Source: an optimization exercise on an open RTL-to-GDS flow (aim: small area). Production flows keep margins and buffers that such runs may drop.
Only simulation tests tie the RTL to the original design; equivalence was not proved.
Power and IR drop assume default switching activity.

**design/flow/config.mk**
```make
export PLATFORM = sky130hd
export DESIGN_NAME = branch_predictor
export DESIGN_NICKNAME = branch_predictor
export VERILOG_FILES = /design/flow/design.v
export SDC_FILE = /design/flow/constraint.sdc
export NUM_CORES = 4
export LEC_CHECK = 0
export CAP_MARGIN = 20
export CORE_MARGIN = 2
export CORE_UTILIZATION = 55
export CTS_BUF_LIST = sky130_fd_sc_hd__clkbuf_16
export CTS_CLUSTER_DIAMETER = 90
export CTS_CLUSTER_SIZE = 24
export SLEW_MARGIN = 20
```
**design/flow/constraint.sdc**
```tcl
create_clock -name core_clock -period 10.0 [get_ports {clk_i}]
set_input_delay 2.0000 -clock core_clock [delete_from_list [all_inputs] [get_ports {clk_i}]]
set_output_delay 2.0000 -clock core_clock [all_outputs]
set_load 0.01 [all_outputs]
```
**design/flow/design.v**
```verilog
package branch_pkg;
  localparam int unsigned XLEN        = 32;
  localparam int unsigned BTB_ENTRIES = 16;
  localparam int unsigned IDX_W       = $clog2(BTB_ENTRIES);
  localparam int unsigned TAG_W       = XLEN - IDX_W - 2;
  localparam logic [1:0] BRANCH = 2'd0;
  localparam logic [1:0] JUMP   = 2'd1;
  localparam logic [1:0] CALL   = 2'd2;
  localparam logic [1:0] RET    = 2'd3;
endpackage
module return_address_stack #(
  parameter int unsigned DEPTH = 4,
  parameter int unsigned W     = 32
) (
  input  logic         clk_i,
  input  logic         rst_ni,
  input  logic         push_i,
  input  logic         pop_i,
  input  logic [W-1:0] data_i,
  output logic [W-1:0] top_o,
  output logic         empty_o
);
  localparam int unsigned PTR_W = $clog2(DEPTH);
  localparam int unsigned CNT_W = PTR_W + 1;
  logic [W-1:0]     stack_q [DEPTH];
  logic [PTR_W-1:0] ptr_q;
  logic [PTR_W-1:0] top_idx;
  logic [CNT_W-1:0] count_q;
  assign top_idx = ptr_q - PTR_W'(1);
  assign top_o   = stack_q[top_idx];
  assign empty_o = (count_q == '0);
  always_ff @(posedge clk_i or negedge rst_ni) begin
    if (!rst_ni) begin
      ptr_q   <= '0;
      count_q <= '0;
    end else if (push_i) begin
      ptr_q <= ptr_q + PTR_W'(1);
      if (count_q != CNT_W'(DEPTH)) count_q <= count_q + CNT_W'(1);
    end else if (pop_i && !empty_o) begin
      ptr_q   <= top_idx;
      count_q <= count_q - CNT_W'(1);
    end
  end
  always_ff @(posedge clk_i) begin
    if (push_i) stack_q[ptr_q] <= data_i;
  end
endmodule
module branch_predictor
#(
  parameter int unsigned CNT_BITS  = 2,
  parameter int unsigned RAS_DEPTH = 4,
  parameter int unsigned PERF_W    = 16
) (
  input  logic              clk_i,
  input  logic              rst_ni,
  input  logic [31:0]       fetch_pc_i,
  output logic              pred_taken_o,
  output logic [31:0]       pred_target_o,
  input  logic              res_valid_i,
  input  logic [31:0]       res_pc_i,
  input  logic [1:0]        res_kind_i,
  input  logic              res_taken_i,
  input  logic [31:0]       res_target_i,
  input  logic              res_pred_taken_i,
  input  logic [31:0]       res_pred_target_i,
  output logic              redirect_o,
  output logic [31:0]       redirect_pc_o,
  output logic [PERF_W-1:0] mispredict_cnt_o
);
  localparam int unsigned XLEN  = branch_pkg::XLEN;
  localparam int unsigned N     = branch_pkg::BTB_ENTRIES;
  localparam int unsigned IDX_W = branch_pkg::IDX_W;
  localparam int unsigned TAG_W = branch_pkg::TAG_W;
  localparam logic [1:0]  BRANCH = branch_pkg::BRANCH;
  localparam logic [1:0]  JUMP   = branch_pkg::JUMP;
  localparam logic [1:0]  CALL   = branch_pkg::CALL;
  localparam logic [1:0]  RET    = branch_pkg::RET;
  localparam logic [1:0] CNT_ENC = 2'b01;
  logic [N-1:0]     btb_v_q;
  logic [TAG_W-1:0] btb_tag_q [N];
  logic [1:0]       btb_kind_q[N];
  logic [XLEN-1:0]  btb_tgt_q [N];
  logic [1:0]       cnt_q     [N];    
  logic [PERF_W-1:0] mis_cnt_q;
  logic [N-1:0] f_sel, r_sel;
  always_comb begin
    for (int i = 0; i < int'(N); i++) begin
      f_sel[i] = (fetch_pc_i[IDX_W+1:2] == IDX_W'(i));
      r_sel[i] = (res_pc_i[IDX_W+1:2] == IDX_W'(i));
    end
  end
  logic             f_v, r_v, f_c1;
  logic [TAG_W-1:0] f_tag_rd, r_tag_rd;
  logic [1:0]       f_kind, r_cnt_e;
  logic [XLEN-1:0]  f_tgt;
  always_comb begin
    f_v = 1'b0; r_v = 1'b0; f_c1 = 1'b0; f_tag_rd = '0; r_tag_rd = '0;
    f_kind = '0; r_cnt_e = '0; f_tgt = '0;
    for (int i = 0; i < int'(N); i++) begin
      f_v      = f_v      | (f_sel[i] & btb_v_q[i]);
      f_tag_rd = f_tag_rd | ({TAG_W{f_sel[i]}} & btb_tag_q[i]);
      f_kind   = f_kind   | ({2{f_sel[i]}} & btb_kind_q[i]);
      f_tgt    = f_tgt    | ({XLEN{f_sel[i]}} & btb_tgt_q[i]);
      f_c1     = f_c1     | (f_sel[i] & cnt_q[i][1]);
      r_v      = r_v      | (r_sel[i] & btb_v_q[i]);
      r_tag_rd = r_tag_rd | ({TAG_W{r_sel[i]}} & btb_tag_q[i]);
      r_cnt_e  = r_cnt_e  | ({2{r_sel[i]}} & cnt_q[i]);
    end
  end
  logic f_hit, r_hit;
  assign f_hit = f_v & (f_tag_rd == fetch_pc_i[XLEN-1:IDX_W+2]);
  assign r_hit = r_v & (r_tag_rd == res_pc_i[XLEN-1:IDX_W+2]);
  logic [XLEN-1:0] ras_top;
  logic            ras_empty;
  logic            use_ras;
  assign pred_taken_o  = f_hit & ((f_kind != BRANCH) | f_c1);
  assign use_ras       = (f_kind == RET) & ~ras_empty;
  assign pred_target_o = !pred_taken_o ? fetch_pc_i + XLEN'(4) :
                         use_ras       ? ras_top : f_tgt;
  assign redirect_o    = res_valid_i &&
                         ((res_taken_i != res_pred_taken_i) ||
                          (res_taken_i && (res_target_i != res_pred_target_i)));
  logic [XLEN-1:0] res_pc_p4;
  assign res_pc_p4     = res_pc_i + XLEN'(4);
  assign redirect_pc_o = res_taken_i ? res_target_i : res_pc_p4;
  assign mispredict_cnt_o = mis_cnt_q;
  logic [1:0] cnt_r, cnt_d;
  assign cnt_r = r_cnt_e ^ CNT_ENC;
  always_comb begin
    if (res_taken_i) begin
      if (!r_hit)             cnt_d = 2'd2;
      else if (cnt_r == 2'd3) cnt_d = cnt_r;
      else                    cnt_d = cnt_r + 2'd1;
    end else begin
      cnt_d = (cnt_r == 2'd0) ? cnt_r : cnt_r - 2'd1;
    end
  end
  logic wr_cnt, wr_ent;
  assign wr_cnt = res_valid_i & (res_kind_i == BRANCH);
  assign wr_ent = res_valid_i & res_taken_i;
  always_ff @(posedge clk_i or negedge rst_ni) begin
    if (!rst_ni) begin
      btb_v_q   <= '0;
      for (int i = 0; i < int'(N); i++) cnt_q[i] <= '0;
      mis_cnt_q <= '0;
    end else begin
      if (redirect_o && (mis_cnt_q != '1)) mis_cnt_q <= mis_cnt_q + PERF_W'(1);
      for (int i = 0; i < int'(N); i++) begin
        if (wr_cnt && r_sel[i]) cnt_q[i] <= cnt_d ^ CNT_ENC;
        if (wr_ent && r_sel[i]) btb_v_q[i] <= 1'b1;
      end
    end
  end
  always_ff @(posedge clk_i) begin
    for (int i = 0; i < int'(N); i++) begin
      if (wr_ent && r_sel[i]) begin
        btb_tag_q[i]  <= res_pc_i[XLEN-1:IDX_W+2];
        btb_kind_q[i] <= res_kind_i;
        btb_tgt_q[i]  <= res_target_i;
      end
    end
  end
  return_address_stack #(
    .DEPTH (RAS_DEPTH),
    .W     (XLEN)
  ) u_ras (
    .clk_i   (clk_i),
    .rst_ni  (rst_ni),
    .push_i  (res_valid_i && (res_kind_i == CALL)),
    .pop_i   (res_valid_i && (res_kind_i == RET)),
    .data_i  (res_pc_p4),
    .top_o   (ras_top),
    .empty_o (ras_empty)
  );
endmodule
```
**design/flow/run.sh**
```bash
#!/bin/bash
# synth_recipe.tcl (not shown) runs the flow's synth.tcl, then flattens the netlist and writes it again
# the make line also repeats each setting of config.mk as NAME=value (left out here)
make -C /OpenROAD-flow-scripts/flow DESIGN_CONFIG=/design/flow/config.mk WORK_HOME=/design/flow/orfs CLKGATE_MAP_FILE= SYNTH_SCRIPT=/design/flow/synth_recipe.tcl finish
```
==> results of run 1 <==
[through the flow]
step           area, sq um  std cells  hold slack [ns]  total power [mW]  setup WS [ns]
3_3_place_gp         54280       4700           0.4668             7.063         0.8020
6_report             55910       4784           0.4960             9.615         0.6274
2_1_floorplan        50420       3395           0.4447             6.361          2.144
5_1_grt              55900       4780           0.5108             9.806         0.4858
3_5_place_dp         54280       4700           0.4795             7.078         0.7499
4_1_cts              55870       4778           0.5010             9.558         0.7536
[placed cells by master, fill, tap and decap left out, drive strengths merged, types with 16 or more instances in the layout]
cell              n
nand3           106
edfxtp         1088
nand3b           21
clkbuf           56
xnor2            64
mux4             43
xor2             62
and3b            16
o2bb2ai          26
or2              20
mux2i           104
inv              46
nor2             71
nand4            78
a222oi           49
dfrtp            69
a31oi            20
mux2             55
nand2           207
nor3             24
a22o             92
a22oi           255
a21oi            61
buf             161
o21ai           122
and3             51
clkdlybuf4s50   210
a221oi          109
nor4             20
o211ai           19
[report_power, final]
| group | switching [mW] | leakage, nW | total [mW] | internal (mW) |
|---|---|---|---|---|
| registers | 0.0826 | 10.7 | 5.51 | 5.43 |
| clock network | 1.54 | 0.816 | 2.60 | 1.06 |
| logic | 0.957 | 6.31 | 1.50 | 0.547 |
[worst max-delay path: stages]
cell,delay [ns]
clkdlybuf4s50_1,0.55
inv_1,0.19
ha_2,0.70
buf_4,0.27
nor3b_2,0.70
a22oi_1,0.25
a31oi_1,0.44
o211ai_1,0.15
or4bb_1,0.58
nor4_1,0.84
clkdlybuf4s50_1,0.69
[worst paths after layout]
check | start | end | slack (ns) | depth (start not counted)
min in group asynchronous | rst_ni | u_ras.count_q[2] | 1.42 | 1
worst min-delay path | mis_cnt_q[5] | mis_cnt_q[5] | 0.50 | 1
worst min register to register | mis_cnt_q[5] | mis_cnt_q[5] | 0.50 | 1
worst max register to register | btb_tag_q[1][4] | cnt_q[0][1] | 6.06 | 8
worst max-delay path | fetch_pc_i[2] | pred_taken_o | 0.63 | 11
max in group asynchronous | rst_ni | btb_v_q[7] | 7.91 | 1
[per-layer routing]
layer	share of wire, %	track usage, %	vias to the layer above
li1	-	-	14170
met1	36	55.46	18140
met2	44	62.13	3202
met3	14	12.70	634
met4	6.3	20.96	8
met5	0.026	0	-
[cells by family after synthesis]
group | count (synthesis)
buffers and inverters | 285
adder cells (fa/ha/maj) | 14
AO/OA/AOI/OAI | 903
XOR/XNOR | 126
AND/OR/NAND/NOR | 708
flip-flops | 1157
multiplexers | 202
[flip-flops by register name, indices dropped and copies added, names as in the netlist]
signal         flops
btb_kind_q        32
u_ras.ptr_q        2
mis_cnt_q         16
btb_tgt_q        512
btb_v_q           16
btb_tag_q        416
u_ras.stack_q    128
cnt_q             32
u_ras.count_q      3
[layout make-up]
class                           count  area (sq um)
Sequential cell                  1157         34400
Multi-Input combinational cell   1953         14910
Inverter                           34         127.6
Clock inverter                     22         190.2
Clock buffer                       56          1401
Antenna cell                        5         12.51
Timing Repair Buffer              371          3387
Fill cell                        6841         35340
Tap cell                         1186          1484
==> out/metrics.yaml, run 1 <==
synth:
  ys_ff_latch: 1157
  synthTopCellsByCount: "1088 x edfxtp_1, 255 x a22oi_1, 207 x nand2_1"
  ys_warn_count: 6
  synthDistinctLibCells: 88
  synth_mux_area_share_pct: 5.228
  synth_fa_ha_area_share_pct: 0.3623
  syn_inst: 3395
  synth.yosys.seq_area_share_pct: 68.22
  synth_edf_count: 1088
  ys.flop_type: "edfxtp_1"
  synth_compound_area_share_pct: 13.66
  synth.most_common_cell: "edfxtp_1"
  syn-num-nets: 3544
  synthArstFlopShare_pct: 5.964
  synth_xor_xnor_area_share_pct: 2.189
  synth_top_area_share_pct: 64.79
  yosys.area_share.simple_pct: 7.645
  synthTopCellsByArea: "edfxtp_1 65%, a22oi_1 3.8%, dfrtp_1 3.4%"
  syn_area_sq_um: 50420
  synth_area_leader_cell: "edfxtp_1"
  syn_area_per_cell_sq_um: 14.85
  synth_top_family_by_area: "compound AO/OA/AOI/OAI gates"
hold_path:
  hold_class: "reg2reg"
routing:
  drt_pre_antenna_iters: 9
  viasPerCell: 7.556
  vias: 36150
  wirelength_mm: 197.9
  drc: 0
  drt-initial-drc-count: 6411
  antenna_left: 0
  wire_per_inst_um: 41.37
pwr:
  p_leak_nw: 17.81
  cellPowerDensity_nw_per_um2: 172.0
  vdd_drop_max_v: 0.0002127
clocking:
  clock-sinks: 1157
  numCtsBuffers: 56
  clk_pin_slew_ns: 0.09
  post-cts-setup-buffers: 0
  cts-resized-gates: 0
  clk_latency_ns: 0.72
  htreeDepth: 2
  cts_tree: "yes"
  cts.root.buffer_cell: "clkbuf_16"
  cts-hold-fix-buffers: 0
  clk_path_buf_depth: 3
timing:
  fmax_mhz: 106.7
  slew_headroom_pct: 19.95
  setup-violations-final: 0
  fin_skew_ns: 0.03361
  period_share_pct: 93.73
  tns_ns: 0
  slew_violations: 0
  min_period_ns: 9.373
  tightest_slew_ns: 1.201
  rsz0062_at_grt: "no"
  final_hold_viol_count: 0
setup_path:
  crit_fanout: 21
  path_class: "in2out"
  startpoint_type: "primary input"
  crit_arrival_ns: 7.37
  worstPathRequired_ns: 8.00
  crit_path_end_kind: "output port"
grt:
  grt_max_degree: 87
  grt_pass1_wl_mm: 271.5
  antenna_found_initial: 7
  gr-total-overflow: 0
  grt_usage_pct: 41.58
  grt_pass1_vias: 34490
cells_and_area:
  fin_util_pct: 61.28
  nets: 3722
  final_layout_size_suffix_gt1_share_pct: 11.69
  syn2layout_area_growth_pct: 10.88
die:
  dieWidth_um: 306.8
  core_area_sq_um: 91250
  dieArea_sq_um: 94120
  num_rows: 111
  start_util_pct: 55.26
  ios: 217
  die_h_um: 306.8
run:
  max_cap_viol_count: 0
placed_design:
  dpl.hpwl_mm: 126.0
  place.gp.congestion: 1.025
  port_buffers: 216
status:
  status: "complete, no violations"
==> run 2: changes to the inputs <==
--- a/design/flow/design.v
+++ b/design/flow/design.v
@@ -75,12 +75,12 @@
   localparam logic [1:0]  JUMP   = branch_pkg::JUMP;
   localparam logic [1:0]  CALL   = branch_pkg::CALL;
   localparam logic [1:0]  RET    = branch_pkg::RET;
-  localparam logic [1:0] CNT_ENC = 2'b01;
   logic [N-1:0]     btb_v_q;
   logic [TAG_W-1:0] btb_tag_q [N];
   logic [1:0]       btb_kind_q[N];
   logic [XLEN-1:0]  btb_tgt_q [N];
-  logic [1:0]       cnt_q     [N];    
+  logic [N-1:0]     cnt_hi_q;         
+  logic [N-1:0]     cnt_lo_n_q;       
   logic [PERF_W-1:0] mis_cnt_q;
   logic [N-1:0] f_sel, r_sel;
   always_comb begin
@@ -101,10 +101,10 @@
       f_tag_rd = f_tag_rd | ({TAG_W{f_sel[i]}} & btb_tag_q[i]);
       f_kind   = f_kind   | ({2{f_sel[i]}} & btb_kind_q[i]);
       f_tgt    = f_tgt    | ({XLEN{f_sel[i]}} & btb_tgt_q[i]);
-      f_c1     = f_c1     | (f_sel[i] & cnt_q[i][1]);
+      f_c1     = f_c1     | (f_sel[i] & cnt_hi_q[i]);
       r_v      = r_v      | (r_sel[i] & btb_v_q[i]);
       r_tag_rd = r_tag_rd | ({TAG_W{r_sel[i]}} & btb_tag_q[i]);
-      r_cnt_e  = r_cnt_e  | ({2{r_sel[i]}} & cnt_q[i]);
+      r_cnt_e  = r_cnt_e  | ({2{r_sel[i]}} & {cnt_hi_q[i], cnt_lo_n_q[i]});
     end
   end
   logic f_hit, r_hit;
@@ -125,7 +125,7 @@
   assign redirect_pc_o = res_taken_i ? res_target_i : res_pc_p4;
   assign mispredict_cnt_o = mis_cnt_q;
   logic [1:0] cnt_r, cnt_d;
-  assign cnt_r = r_cnt_e ^ CNT_ENC;
+  assign cnt_r = {r_cnt_e[1] & r_v, ~r_cnt_e[0]};
   always_comb begin
     if (res_taken_i) begin
       if (!r_hit)             cnt_d = 2'd2;
@@ -141,18 +141,19 @@
   always_ff @(posedge clk_i or negedge rst_ni) begin
     if (!rst_ni) begin
       btb_v_q   <= '0;
-      for (int i = 0; i < int'(N); i++) cnt_q[i] <= '0;
+      cnt_lo_n_q <= '0;
       mis_cnt_q <= '0;
     end else begin
       if (redirect_o && (mis_cnt_q != '1)) mis_cnt_q <= mis_cnt_q + PERF_W'(1);
       for (int i = 0; i < int'(N); i++) begin
-        if (wr_cnt && r_sel[i]) cnt_q[i] <= cnt_d ^ CNT_ENC;
+        if (wr_cnt && r_sel[i]) cnt_lo_n_q[i] <= ~cnt_d[0];
         if (wr_ent && r_sel[i]) btb_v_q[i] <= 1'b1;
       end
     end
   end
   always_ff @(posedge clk_i) begin
     for (int i = 0; i < int'(N); i++) begin
+      if ((wr_cnt || wr_ent) && r_sel[i]) cnt_hi_q[i] <= wr_cnt ? cnt_d[1] : cnt_r[1];
       if (wr_ent && r_sel[i]) begin
         btb_tag_q[i]  <= res_pc_i[XLEN-1:IDX_W+2];
         btb_kind_q[i] <= res_kind_i;
==> design/flow/flow/run.sh (new file) <==
#!/bin/bash
# Layout flow: the standard flow (standard.sh), with
#  - synthesis mapped by ABC with an area-oriented script (flow/synth.tcl),
#  - clock tree synthesis without dummy loads, with large sink clusters,
#  - port buffers of the smallest buffer cell.
set -uo pipefail
HERE=$PWD
export FLOW_ABC_SCRIPT=$HERE/flow/abc_area.script

# 1. synthesis (same steps as standard.sh synth, other ABC script)
make -C "$FLOW_HOME" DESIGN_CONFIG=$HERE/config.mk WORK_HOME=$HERE/orfs CLKGATE_MAP_FILE= \
  SYNTH_SCRIPT=$HERE/flow/synth.tcl synth > $HERE/synth.log 2>&1 || { tail -50 $HERE/synth.log; exit 1; }

# 2. the rest of the standard flow
export CTS_ARGS="-sink_clustering_enable -repair_clock_nets -dont_use_dummy_load -sink_clustering_size 24 -sink_clustering_max_diameter 90 -buf_list sky130_fd_sc_hd__clkbuf_16"
export BUFFER_PORTS_ARGS="-buffer_cell sky130_fd_sc_hd__buf_1"
bash standard.sh finish > $HERE/layout.log 2>&1 || { tail -50 $HERE/layout.log; exit 1; }
==> design/flow/flow/abc_area.script (new file) <==
&get -n
&st
&dch -f
&nf -R 1000
&put
&get -n
&st
&dch -f
&nf -R 1000
&put
&get -n
&st
&dch -f
&nf -R 1000
&put
topo
stime -c
dnsize -c
==> design/flow/flow/synth.tcl (new file) <==
# The standard synthesis (synth_recipe.tcl), with one change: ABC maps the
# logic with the area-oriented script abc_area.script beside this file.
proc synth {args} { yosys synth -nofsm -noshare {*}$args }
proc abc {args} {
  set i [lsearch -exact $args -script]
  if { $i >= 0 } {
    set args [lreplace $args [expr { $i + 1 }] [expr { $i + 1 }] $::env(FLOW_ABC_SCRIPT)]
  }
  yosys abc {*}$args
}
source $::env(SCRIPTS_DIR)/synth.tcl
# left out here: clear keep_hierarchy, flatten, clean up, hide names made inside functions, write 1_2_yosys.v
==> design/flow/standard.sh (new file) <==
#!/bin/bash
# synth_recipe.tcl (not shown) runs the flow's synth.tcl, then flattens the netlist and writes it again
# the make line also repeats each setting of config.mk as NAME=value (left out here)
make -C /OpenROAD-flow-scripts/flow DESIGN_CONFIG=/design/flow/config.mk WORK_HOME=/design/flow/orfs CLKGATE_MAP_FILE= SYNTH_SCRIPT=/design/flow/synth_recipe.tcl "${@:-finish}"
==> design/flow/config.mk (replaced) <==
export PLATFORM = sky130hd
export DESIGN_NAME = branch_predictor
export DESIGN_NICKNAME = branch_predictor
export VERILOG_FILES = /design/flow/design.v
export SDC_FILE = /design/flow/constraint.sdc
export NUM_CORES = 4
export LEC_CHECK = 0
export CAP_MARGIN = 20
export CORE_MARGIN = 2
export CORE_UTILIZATION = 45
export SLEW_MARGIN = 20
removed: design/flow/run.sh
==> run 2 against run 1 <==
Core utilization shrank 11 points. Global-route usage shrank 9.5 points. Die area grew 11%. Area after synthesis shrank 9.2%. Largest cell class unchanged. Highest routed layer unchanged.
==> out/metrics.yaml, run 2 <==
clocking:
  clk_path_buf_depth: 3
  htreeDepth: 2
  cts_tree: "yes"
  cts-resized-gates: 0
  clock-sinks: 1157
  cts-hold-fix-buffers: 0
  post-cts-setup-buffers: 0
  numCtsBuffers: 56
  cts.root.buffer_cell: "clkbuf_16"
  clk_pin_slew_ns: 0.05
  clk_latency_ns: 0.72
setup_path:
  path_class: "in2out"
  crit_path_end_kind: "output port"
  rrSetupSlack_ns: 4.80
  cp_top_family: "simple AND/OR/NAND/NOR gates"
  regToRegEndpoint: "cnt_hi_q[13]"
  worstPathRequired_ns: 8.00
  crit_arrival_ns: 7.10
  crit_start: "fetch_pc_i[2]"
  path_common_cell: "buf_1"
  crit_slowest_cell: "buf_4"
  crit_buf_inv: 4
  cp_cell_sequence: "buf_1, ha_1, and2_4, buf_4, a222oi_1, nand4_1, a221oi_1, nand3_1, o22ai_1, a311oi_1, nand4b_1, or4_1, nor4_4, buf_12, o221ai_1, o21ai_0, buf_1"
  cp-endpoint: "pred_target_o[11]"
  cp_num_cells: 17
  startpoint_type: "primary input"
  worst_r2r_path_depth: 15
  crit_fanout: 52
  r2r_start: "btb_tag_q[0][7]"
  cp_slowest_stage_delay_ns: 0.81
synth:
  synthDistinctLibCells: 43
  syn_area_per_cell_sq_um: 17.04
  synthTopCellsByCount: "1104 x edfxtp_1, 257 x a222oi_1, 211 x a22oi_1"
  synth_fa_ha_area_share_pct: 0.3992
  synth_top_area_share_pct: 72.44
  synth_xor_xnor_area_share_pct: 2.297
  syn-num-nets: 2835
  syn_area_sq_um: 45770
  synth_compound_area_share_pct: 12.83
  syn_inst: 2686
  synth_mux_area_share_pct: 2.674
  synth_area_leader_cell: "edfxtp_1"
  synth.yosys.seq_area_share_pct: 75.34
  synthTopCellsByArea: "edfxtp_1 72%, a222oi_1 5.6%, a22oi_1 3.5%"
  ys.flop_type: "edfxtp_1"
  synth.most_common_cell: "edfxtp_1"
  synth_edf_count: 1104
  synthArstFlopShare_pct: 4.581
  yosys.area_share.simple_pct: 6.247
  synth_top_family_by_area: "compound AO/OA/AOI/OAI gates"
  ys_ff_latch: 1157
  ys_warn_count: 5
timing:
  final_hold_viol_count: 0
  slew_violations: 0
  fmax_mhz: 109.9
  rsz0062_at_grt: "no"
  fin_skew_ns: 0.05155
  min_period_ns: 9.100
  hold_slack_ns: 0.5049
  tightest_slew_ns: 1.144
  tns_ns: 0
  slew_headroom_pct: 23.21
  period_share_pct: 91.00
  setup-violations-final: 0
grt:
  grt_pass1_wl_mm: 234.7
  antenna_found_initial: 8
  grt_pass1_vias: 30890
  grt_max_degree: 56
  gr-total-overflow: 0
  grt_usage_pct: 32.11
cells_and_area:
  nets: 3239
  largestRegisters: "btb_tgt_q (512), btb_tag_q (416), u_ras.stack_q (128)"
  mostFrequentLayoutCell: "edfxtp_1"
  layout_common_cells: "1104 x edfxtp_1, 257 x a222oi_1, 214 x buf_1"
  final_layout_size_suffix_gt1_share_pct: 8.484
  regMostFlops: "btb_tgt_q"
  largest_reg_flops: 512
  syn2layout_area_growth_pct: 11.31
  finalNonFillerCells: 4448
die:
  dieArea_sq_um: 104300
  start_util_pct: 45.57
  ios: 217
  die_h_um: 322.9
  core_area_sq_um: 100400
  num_rows: 116
  dieWidth_um: 322.9
pwr:
  vdd_drop_max_v: 0.0003594
  power.total_mw: 9.104
  p_leak_nw: 15.60
  cellPowerDensity_nw_per_um2: 178.7
run:
  max_cap_viol_count: 0
placed_design:
  dpl.cell_count: 4386
  place.gp.congestion: 0.9751
  port_buffers: 216
  dpl.hpwl_mm: 100.8
routing:
  vias: 31830
  drt-initial-drc-count: 7001
  drc: 0
  viasPerCell: 7.156
  wirelength_mm: 170.2
  antenna_left: 0
  wire_per_inst_um: 38.26
  drt_pre_antenna_iters: 13
status:
  status: "complete, no violations"
hold_path:
  hp-start: "mis_cnt_q[14]"
  hold_class: "reg2reg"
## run 2: changes by cell type in the layout (fill, tap and decap cells not counted), moves of 53 or more
cell	delta
a222oi_1	+208
a22o_1	-68
buf_1	+214
clkdlybuf4s50_1	-210
mux2_2	-53
mux2i_1	-92
nand2_1	-70
o21ai_0	-60
## run 2: power by group
part / switching, mW / internal [mW]
clock network: 1.45 / 0.996
logic: 0.770 / 0.390
registers: 0.0686 / 5.43
total: 2.29 / 6.82
## run 2: worst min path at each step
stage          slack, ns                to  cells after the start
2_1_floorplan       0.46  u_ras.count_q[2]                      1
3_3_place_gp        0.47  u_ras.count_q[2]                      1
3_5_place_dp        0.49     mis_cnt_q[14]                      1
4_1_cts             0.51     mis_cnt_q[14]                      1
5_1_grt             0.54      mis_cnt_q[3]                      1
6_report            0.50     mis_cnt_q[14]                      1
## run 2: per-stage QoR
step | utilization (%) | setup slack, ns | instance area [sq um]
after floorplan | - | 0.06168 | 45780
after CTS | 50.63 | 1.054 | 50850
final | 50.72 | 0.9004 | 50940
after global routing | 50.71 | 0.7972 | 50930
after detailed placement | 49.23 | 1.113 | 49450
after global placement | 49.22 | 1.213 | 49430
## run 2: per-layer routing
layer,track usage (%),up-vias,wire length [um]
met5,0.9722,-,181
met2,48.10,2843,74330
met1,43.76,15980,61690
met3,10.15,526,25690
li1,-,12480,-
met4,12.55,8,8307
## run 2: cell families (layout without fill, tap and decap cells)
group | count (synthesis) | after routing
AND/OR/NAND/NOR | 580 | 580
adder cells (fa/ha/maj) | 14 | 14
AO/OA/AOI/OAI | 711 | 711
flip-flops | 1157 | 1157
multiplexers | 78 | 78
buffers and inverters | 26 | 428
other | 0 | 3
XOR/XNOR | 120 | 120
## run 2: area by class of cell
type / count / area [sq um]
diodes: 3 / 7.507
clock buffers: 56 / 1401
fillers: 8405 / 49500
inverters: 26 / 97.59
multi-input cells: 1503 / 11400
flip-flops and latches: 1157 / 34480
well taps: 1357 / 1698
repair buffers: 346 / 1853
==> run 3: changes to the inputs <==
--- a/design/flow/flow/run.sh
+++ b/design/flow/flow/run.sh
@@ -12,6 +12,7 @@
   SYNTH_SCRIPT=$HERE/flow/synth.tcl synth > $HERE/synth.log 2>&1 || { tail -50 $HERE/synth.log; exit 1; }
 
 # 2. the rest of the standard flow
-export CTS_ARGS="-sink_clustering_enable -repair_clock_nets -dont_use_dummy_load -sink_clustering_size 24 -sink_clustering_max_diameter 90 -buf_list sky130_fd_sc_hd__clkbuf_16"
+export CTS_ARGS="-sink_clustering_enable -repair_clock_nets -dont_use_dummy_load -sink_clustering_size 16 -sink_clustering_max_diameter 70 -buf_list {sky130_fd_sc_hd__clkbuf_8}"
+# Every input and output port gets a buffer, of the smallest buffer cell.
 export BUFFER_PORTS_ARGS="-buffer_cell sky130_fd_sc_hd__buf_1"
 bash standard.sh finish > $HERE/layout.log 2>&1 || { tail -50 $HERE/layout.log; exit 1; }
==> run 3 against run 2 <==
Setup slack worse by 0.036 ns. Largest power group unchanged. Die area unchanged. Global-route usage is 0.12 points higher.
==> out/metrics.yaml, run 3 <==
clocking:
  post-cts-setup-buffers: 0
  cts-hold-fix-buffers: 0
  numCtsBuffers: 88
  clk_path_buf_depth: 3
  clock-sinks: 1157
  cts.root.buffer_cell: "clkbuf_8"
  clk_latency_ns: 0.79
  cts-resized-gates: 0
  htreeDepth: 3
  cts_tree: "yes"
  clk_pin_slew_ns: 0.06
timing:
  period_share_pct: 91.35
  min_period_ns: 9.135
  slew_headroom_pct: 9.284
  setup-violations-final: 0
  fin_ws_ns: 0.8649
  slew_violations: 0
  fin_skew_ns: 0.1053
  tns_ns: 0
  rsz0062_at_grt: "no"
  fmax_mhz: 109.5
  tightest_slew_ns: 1.351
  final_hold_viol_count: 0
cells_and_area:
  nets: 3270
  mostFrequentLayoutCell: "edfxtp_1"
  regArea_sq_um: 34480
  regMostFlops: "btb_tgt_q"
  multi_input_area_sq_um: 11390
  syn2layout_area_growth_pct: 10.85
  largestRegisters: "btb_tgt_q (512), btb_tag_q (416), u_ras.stack_q (128)"
  layout_common_cells: "1104 x edfxtp_1, 257 x a222oi_1, 213 x buf_1"
  final_layout_size_suffix_gt1_share_pct: 9.362
  largest_reg_flops: 512
  fillers: 8457
synth:
  synth_area_leader_cell: "edfxtp_1"
  syn_area_per_cell_sq_um: 17.04
  synthDistinctLibCells: 43
  synthTopCellsByArea: "edfxtp_1 72%, a222oi_1 5.6%, a22oi_1 3.5%"
  synth_compound_area_share_pct: 12.83
  synthArstFlopShare_pct: 4.581
  synth_mux_area_share_pct: 2.674
  ys_ff_latch: 1157
  synth_edf_count: 1104
  synth_top_family_by_area: "compound AO/OA/AOI/OAI gates"
  synth_top_area_share_pct: 72.44
  syn_area_sq_um: 45770
  syn_inst: 2686
  yosys.area_share.simple_pct: 6.247
  synth_fa_ha_area_share_pct: 0.3992
  synth.most_common_cell: "edfxtp_1"
  ys_warn_count: 5
  syn-num-nets: 2835
  synthTopCellsByCount: "1104 x edfxtp_1, 257 x a222oi_1, 211 x a22oi_1"
  ys.flop_type: "edfxtp_1"
  synth.yosys.seq_area_share_pct: 75.34
  synth_xor_xnor_area_share_pct: 2.297
setup_path:
  cp_slowest_stage_delay_ns: 0.79
  worstPathRequired_ns: 8.00
  crit_buf_inv: 4
  cp_cell_sequence: "buf_1, ha_1, and2_4, buf_4, a222oi_1, nand4_1, a221oi_1, nand3_1, o22ai_1, a311oi_1, nand4b_1, or4_1, nor4_4, buf_12, o221ai_1, o21ai_0, buf_1"
  crit_start: "fetch_pc_i[2]"
  path_common_cell: "buf_1"
  crit_fanout: 52
  crit_arrival_ns: 7.14
  crit_slowest_cell: "buf_4"
  path_class: "in2out"
  cp_top_family: "simple AND/OR/NAND/NOR gates"
  crit_path_end_kind: "output port"
  startpoint_type: "primary input"
  r2r_start: "btb_tag_q[0][7]"
routing:
  vias: 31970
  antenna_left: 0
  drc: 0
  wirelength_mm: 170.6
  drt-initial-drc-count: 7193
  drt_pre_antenna_iters: 11
  wire_per_inst_um: 38.07
  viasPerCell: 7.135
die:
  dieWidth_um: 322.9
  die_h_um: 322.9
  dieArea_sq_um: 104300
  ios: 217
  core_area_sq_um: 100400
  start_util_pct: 45.57
  num_rows: 116
status:
  status: "complete, no violations"
grt:
  grt_pass1_vias: 31190
  antenna_found_initial: 11
  gr-total-overflow: 0
  grt_max_degree: 56
  grt_pass1_wl_mm: 235.3
  grt_usage_pct: 32.23
pwr:
  vdd_drop_max_v: 0.0003485
  cellPowerDensity_nw_per_um2: 175.4
  power.total_mw: 8.898
  p_leak_nw: 15.52
hold_path:
  hold_class: "reg2reg"
  hp-start: "mis_cnt_q[14]"
placed_design:
  dpl.hpwl_mm: 100.8
  place.gp.congestion: 0.9751
  pre_cts_slack_ns: 1.113
  port_buffers: 216
run:
  max_cap_viol_count: 0
## run 3: cell families (layout without fill, tap and decap cells)
kind of cell | Yosys count | count (layout)
AOI/OAI and AO/OA | 711 | 711
xor gates and xnor gates | 120 | 120
adders and majority gates | 14 | 14
buffers and inverters | 26 | 459
DFF | 1157 | 1157
muxes | 78 | 78
other | 0 | 5
and+or+nand+nor | 580 | 580
## run 3: final timing paths
kind	cells after the start	endpoint	slack, ns
min	1	mis_cnt_q[14]	0.51
max reg2reg	15	cnt_hi_q[9]	4.87
max in group asynchronous	2	u_ras.ptr_q[0]	8.12
max	17	pred_target_o[11]	0.86
min reg2reg	1	mis_cnt_q[14]	0.51
min in group asynchronous	2	cnt_lo_n_q[8]	1.35
## run 3: through the flow
| step | std cells | hold slack [ns] | instance area [sq um] | util, % |
|---|---|---|---|---|
| after detailed placement | 4386 | 0.4935 | 49450 | 49.23 |
| final | 4481 | 0.5055 | 50730 | 50.51 |
| after global routing | 4478 | 0.5395 | 50720 | 50.50 |
| after floorplan | 2686 | 0.4595 | 45780 | - |
| after CTS | 4474 | 0.5098 | 50660 | 50.44 |
| after global placement | 4385 | 0.4742 | 49430 | 49.22 |
## run 3: cell type report
class                      count  share of cell area, %
sequential                  1157                  67.97
multi-input combinational   1503                  22.45
timing repair buffer         345                  3.633
tap                         1357                  3.347
clock buffer                  88                  2.388
inverter                      26                 0.1924
antenna                        5                0.02466
## run 3: power by group
part / total [mW] / leakage, nW / switching (mW) / internal, mW
clock: 2.24 / 0.633 / 1.45 / 0.788
combinational: 1.16 / 4.28 / 0.770 / 0.390
sequential: 5.50 / 10.6 / 0.0679 / 5.43
## run 3: routing by layer
metal  global-route usage (%)  up-vias  routed length (um)
met5                        0        -                  49
met4                    13.31        8                8532
met3                    10.16      525               25440
met2                    48.03     2887               74310
met1                    43.96    16050               62260
li1                         -    12500                   -
==> run 4: changes to the inputs <==
--- a/design/flow/design.v
+++ b/design/flow/design.v
@@ -18,7 +18,9 @@
   input  logic         pop_i,
   input  logic [W-1:0] data_i,
   output logic [W-1:0] top_o,
-  output logic         empty_o
+  output logic         empty_o,
+  output logic [DEPTH-1:0][W-1:0] slot_o,
+  output logic [DEPTH-1:0] top_sel_o
 );
   localparam int unsigned PTR_W = $clog2(DEPTH);
   localparam int unsigned CNT_W = PTR_W + 1;
@@ -28,6 +30,9 @@
   logic [CNT_W-1:0] count_q;
   assign top_idx = ptr_q - PTR_W'(1);
   assign top_o   = stack_q[top_idx];
+  always_comb for (int i = 0; i < int'(DEPTH); i++) slot_o[i] = stack_q[i];
+  always_comb
+    for (int i = 0; i < int'(DEPTH); i++) top_sel_o[i] = (top_idx == PTR_W'(i));
   assign empty_o = (count_q == '0);
   always_ff @(posedge clk_i or negedge rst_ni) begin
     if (!rst_ni) begin
@@ -115,8 +120,17 @@
   logic            use_ras;
   assign pred_taken_o  = f_hit & ((f_kind != BRANCH) | f_c1);
   assign use_ras       = (f_kind == RET) & ~ras_empty;
-  assign pred_target_o = !pred_taken_o ? fetch_pc_i + XLEN'(4) :
-                         use_ras       ? ras_top : f_tgt;
+  logic [RAS_DEPTH-1:0][XLEN-1:0] ras_slot;
+  logic [RAS_DEPTH-1:0] ras_top_sel;
+  logic                 sel_tgt, sel_ras;
+  assign sel_tgt = pred_taken_o & ~use_ras;
+  assign sel_ras = pred_taken_o & use_ras;
+  always_comb begin
+    pred_target_o = ({XLEN{~pred_taken_o}} & (fetch_pc_i + XLEN'(4))) |
+                    ({XLEN{sel_tgt}} & f_tgt);
+    for (int k = 0; k < int'(RAS_DEPTH); k++)
+      pred_target_o = pred_target_o | ({XLEN{sel_ras & ras_top_sel[k]}} & ras_slot[k]);
+  end
   assign redirect_o    = res_valid_i &&
                          ((res_taken_i != res_pred_taken_i) ||
                           (res_taken_i && (res_target_i != res_pred_target_i)));
@@ -170,7 +184,9 @@
     .push_i  (res_valid_i && (res_kind_i == CALL)),
     .pop_i   (res_valid_i && (res_kind_i == RET)),
     .data_i  (res_pc_p4),
-    .top_o   (ras_top),
-    .empty_o (ras_empty)
+    .top_o     (ras_top),
+    .empty_o   (ras_empty),
+    .slot_o    (ras_slot),
+    .top_sel_o (ras_top_sel)
   );
 endmodule
==> run 4 against run 3 <==
Design area is essentially flat. Non-clock buffer count grew 21. Largest cell class unchanged. Critical path type unchanged. Hold slack lost 0.0036 ns. Wire length grew 0.83%. Highest routed layer unchanged. Via count grew 1.7%. Count of clock-buffer cells in the layout shrank 2.
==> out/metrics.yaml, run 4 <==
status:
  status: "complete, no violations"
synth:
  synth_top_area_share_pct: 72.73
  synth_area_leader_cell: "edfxtp_1"
  synthDistinctLibCells: 43
  synthTopCellsByCount: "1104 x edfxtp_1, 312 x a222oi_1, 209 x a22oi_1"
  synth_mux_area_share_pct: 0.8153
  synthTopCellsByArea: "edfxtp_1 73%, a222oi_1 6.9%, a22oi_1 3.4%"
  synth_edf_count: 1104
  ys_ff_latch: 1157
  yosys.area_share.simple_pct: 7.003
  ys_warn_count: 5
  syn_inst: 2724
  synthArstFlopShare_pct: 4.581
  syn_area_sq_um: 45580
  syn_area_per_cell_sq_um: 16.73
  synth_compound_area_share_pct: 13.72
  synth_xor_xnor_area_share_pct: 2.229
  synth.yosys.seq_area_share_pct: 75.64
  synth.most_common_cell: "edfxtp_1"
  synth_fa_ha_area_share_pct: 0.4008
  syn-num-nets: 2873
  synth_top_family_by_area: "compound AO/OA/AOI/OAI gates"
  ys.flop_type: "edfxtp_1"
die:
  ios: 217
  core_area_sq_um: 100300
  die_h_um: 322.3
  dieArea_sq_um: 103900
  dieWidth_um: 322.3
  start_util_pct: 45.45
  num_rows: 116
grt:
  grt_pass1_vias: 31430
  gr-total-overflow: 0
  antenna_found_initial: 10
  grt_pass1_wl_mm: 237.9
  grt_max_degree: 54
  grt_usage_pct: 32.56
pwr:
  vdd_drop_max_v: 0.0001107
  p_int_mw: 6.434
  p_sw_mw: 2.108
  p_sw_share_pct: 24.68
  cellPowerDensity_nw_per_um2: 168.5
  clkPwrFrac_pct: 26.3
  power_frac_comb_pct: 9.2
  pwr-share-seq_pct: 64.4
  p_leak_nw: 15.70
hold_path:
  hold_class: "reg2reg"
  hp-start: "mis_cnt_q[9]"
clocking:
  clock-sinks: 1157
  clk_pin_slew_ns: 0.10
  numCtsBuffers: 86
  cts-hold-fix-buffers: 0
  clk_latency_ns: 0.80
  cts_tree: "yes"
  cts-resized-gates: 0
  cts.root.buffer_cell: "clkbuf_8"
  post-cts-setup-buffers: 0
  clk_path_buf_depth: 3
  htreeDepth: 3
placed_design:
  dpl.hpwl_mm: 105.1
  pre_cts_slack_ns: 0.6773
  port_buffers: 216
  place.gp.congestion: 0.9979
setup_path:
  crit_arrival_ns: 7.54
  crit_start: "fetch_pc_i[2]"
  startpoint_type: "primary input"
  crit_fanout: 20
  cp_slowest_stage_delay_ns: 0.58
  r2r_start: "btb_tag_q[0][25]"
  crit_slowest_cell: "a221oi_1"
  cp_cell_sequence: "buf_1, clkinv_1, ha_1, and2_4, a222oi_1, nand3_1, a221oi_1, nand3_1, a221oi_1, nor2_1, a211oi_1, nand3_1, a221oi_1, nand4_1, nor4_2, buf_4, and2_2, nand2_1, and3_1, o21ai_0, buf_1"
  crit_path_end_kind: "output port"
  cp_top_family: "simple AND/OR/NAND/NOR gates"
  worstPathRequired_ns: 8.00
  crit_buf_inv: 4
  path_class: "in2out"
timing:
  tns_ns: 0
  rsz0062_at_grt: "no"
  tightest_slew_ns: 1.198
  min_period_ns: 9.538
  fin_skew_ns: 0.08959
  fin_ws_ns: 0.4625
  slew_violations: 0
  fmax_mhz: 104.8
  period_share_pct: 95.38
  final_hold_viol_count: 0
  setup-violations-final: 0
  slew_headroom_pct: 20.12
routing:
  viasPerCell: 7.165
  antenna_left: 0
  wirelength_mm: 172.0
  wire_per_inst_um: 37.90
  vias: 32520
  drt_pre_antenna_iters: 10
  drc: 0
  drt-initial-drc-count: 6923
cells_and_area:
  largest_reg_flops: 512
  nets: 3327
  final_layout_size_suffix_gt1_share_pct: 8.911
  largestRegisters: "btb_tgt_q (512), btb_tag_q (416), u_ras.stack_q (128)"
  syn2layout_area_growth_pct: 11.21
  mostFrequentLayoutCell: "edfxtp_1"
  layout_common_cells: "1104 x edfxtp_1, 312 x a222oi_1, 214 x buf_1"
  regMostFlops: "btb_tgt_q"
run:
  max_cap_viol_count: 0
## run 4: changes by cell type after synthesis, sizes merged, moves of 12 or more
cell / previous run / this run
a21oi: 55 / 70
a222oi: 257 / 312
a22o: 24 / 8
mux2i: 12 / 0
mux4: 32 / 0
nand3: 118 / 148
nand4: 90 / 67
nor2: 124 / 138
nor3: 5 / 20
o21ai: 42 / 14
xnor2: 73 / 43
xor2: 47 / 73
## run 4: cells by family after synthesis
logic type / count (synthesis)
DFF: 1157
and+or+nand+nor: 644
adders and majority gates: 14
muxes: 33
AOI/OAI and AO/OA: 737
buffers and inverters: 23
xor gates and xnor gates: 116
## run 4: layout make-up
cell class | count | area [sq um]
Fill cell | 8426 | 49600
Tap cell | 1357 | 1698
Clock buffer | 86 | 1184
Timing Repair Buffer | 366 | 2009
Sequential cell | 1157 | 34480
Multi-Input combinational cell | 1544 | 11220
Inverter | 23 | 86.33
Antenna cell | 6 | 15.01
## run 4: power by group through the flow
stage	logic [mW]	registers, mW	clock network (mW)
final	0.788	5.50	2.25
after global routing	0.827	5.52	2.41
after CTS	0.769	5.50	2.26
after detailed placement	0.765	5.61	0
after global placement	0.754	5.60	0
after floorplan	0.353	5.60	0
## run 4: final timing paths
path	endpoint	cells past startpoint	slack, ns
worst min-delay path	mis_cnt_q[9]	1	0.50
worst max register to register	cnt_hi_q[5]	11	5.87
min in group asynchronous	u_ras.count_q[0]	2	1.36
worst max-delay path	pred_target_o[31]	21	0.46
worst min register to register	mis_cnt_q[9]	1	0.50
max in group asynchronous	cnt_lo_n_q[4]	2	8.08
## run 4: layer usage
metal	GRT usage [%]	vias to the layer above	part of all wire [%]
met3	8.351	502	14
met1	44.32	16400	37
li1	-	12770	-
met5	0	-	0.028
met4	12.42	8	4.6
met2	50.49	2838	45
## run 4: metrics by stage
step                power, mW  utilization, %  hold slack, ns  area [sq um]  instances
floorplan               5.953               -          0.4520         45580       2724
global placement        6.358           49.27          0.4678         49420       4444
detailed placement      6.376           49.31          0.4867         49460       4446
CTS                     8.526           50.49          0.5019         50640       4532
global route            8.756           50.53          0.5362         50680       4536
finish                  8.542           50.54          0.5019         50690       4539

==> static timing again, ports no longer ideal <==
The results above use ideal ports. As a check the final layouts listed here were re-extracted and re-timed, cells and wires unchanged.
Step 1 (the two cells are an assumption about what drives the block):
set clk [get_ports {clk_i}]
set_driving_cell -lib_cell sky130_fd_sc_hd__clkbuf_16 $clk
set_driving_cell -lib_cell sky130_fd_sc_hd__buf_2 [delete_from_list [all_inputs] $clk]
Step 2 times the ports against the registers' clock, not the clock port: input delays grow and output delays shrink by t, the midpoint of the rising clock arrivals with the driver on.
Slacks: ideal ports / drivers / drivers and shift; pairs: ideal ports / drivers.
run | t (ns) | setup slack, ns | hold slack, ns
run 1 | 0.778 | 0.627 / 0.606 / 0.606 | 0.496 / 0.496 / 0.496
run 2 | 0.740 | 0.900 / 0.876 / 0.876 | 0.505 / 0.505 / 0.505
run 3 | 0.803 | 0.865 / 0.841 / 0.841 | 0.506 / 0.506 / 0.506
run 4 | 0.822 | 0.462 / 0.362 / 0.362 | 0.502 / 0.502 / 0.502
After both steps setup and hold are still met in every run listed. The setup slack of run 4, which loses most, moves by -0.100 ns with the drivers and by -0.100 ns with both steps.
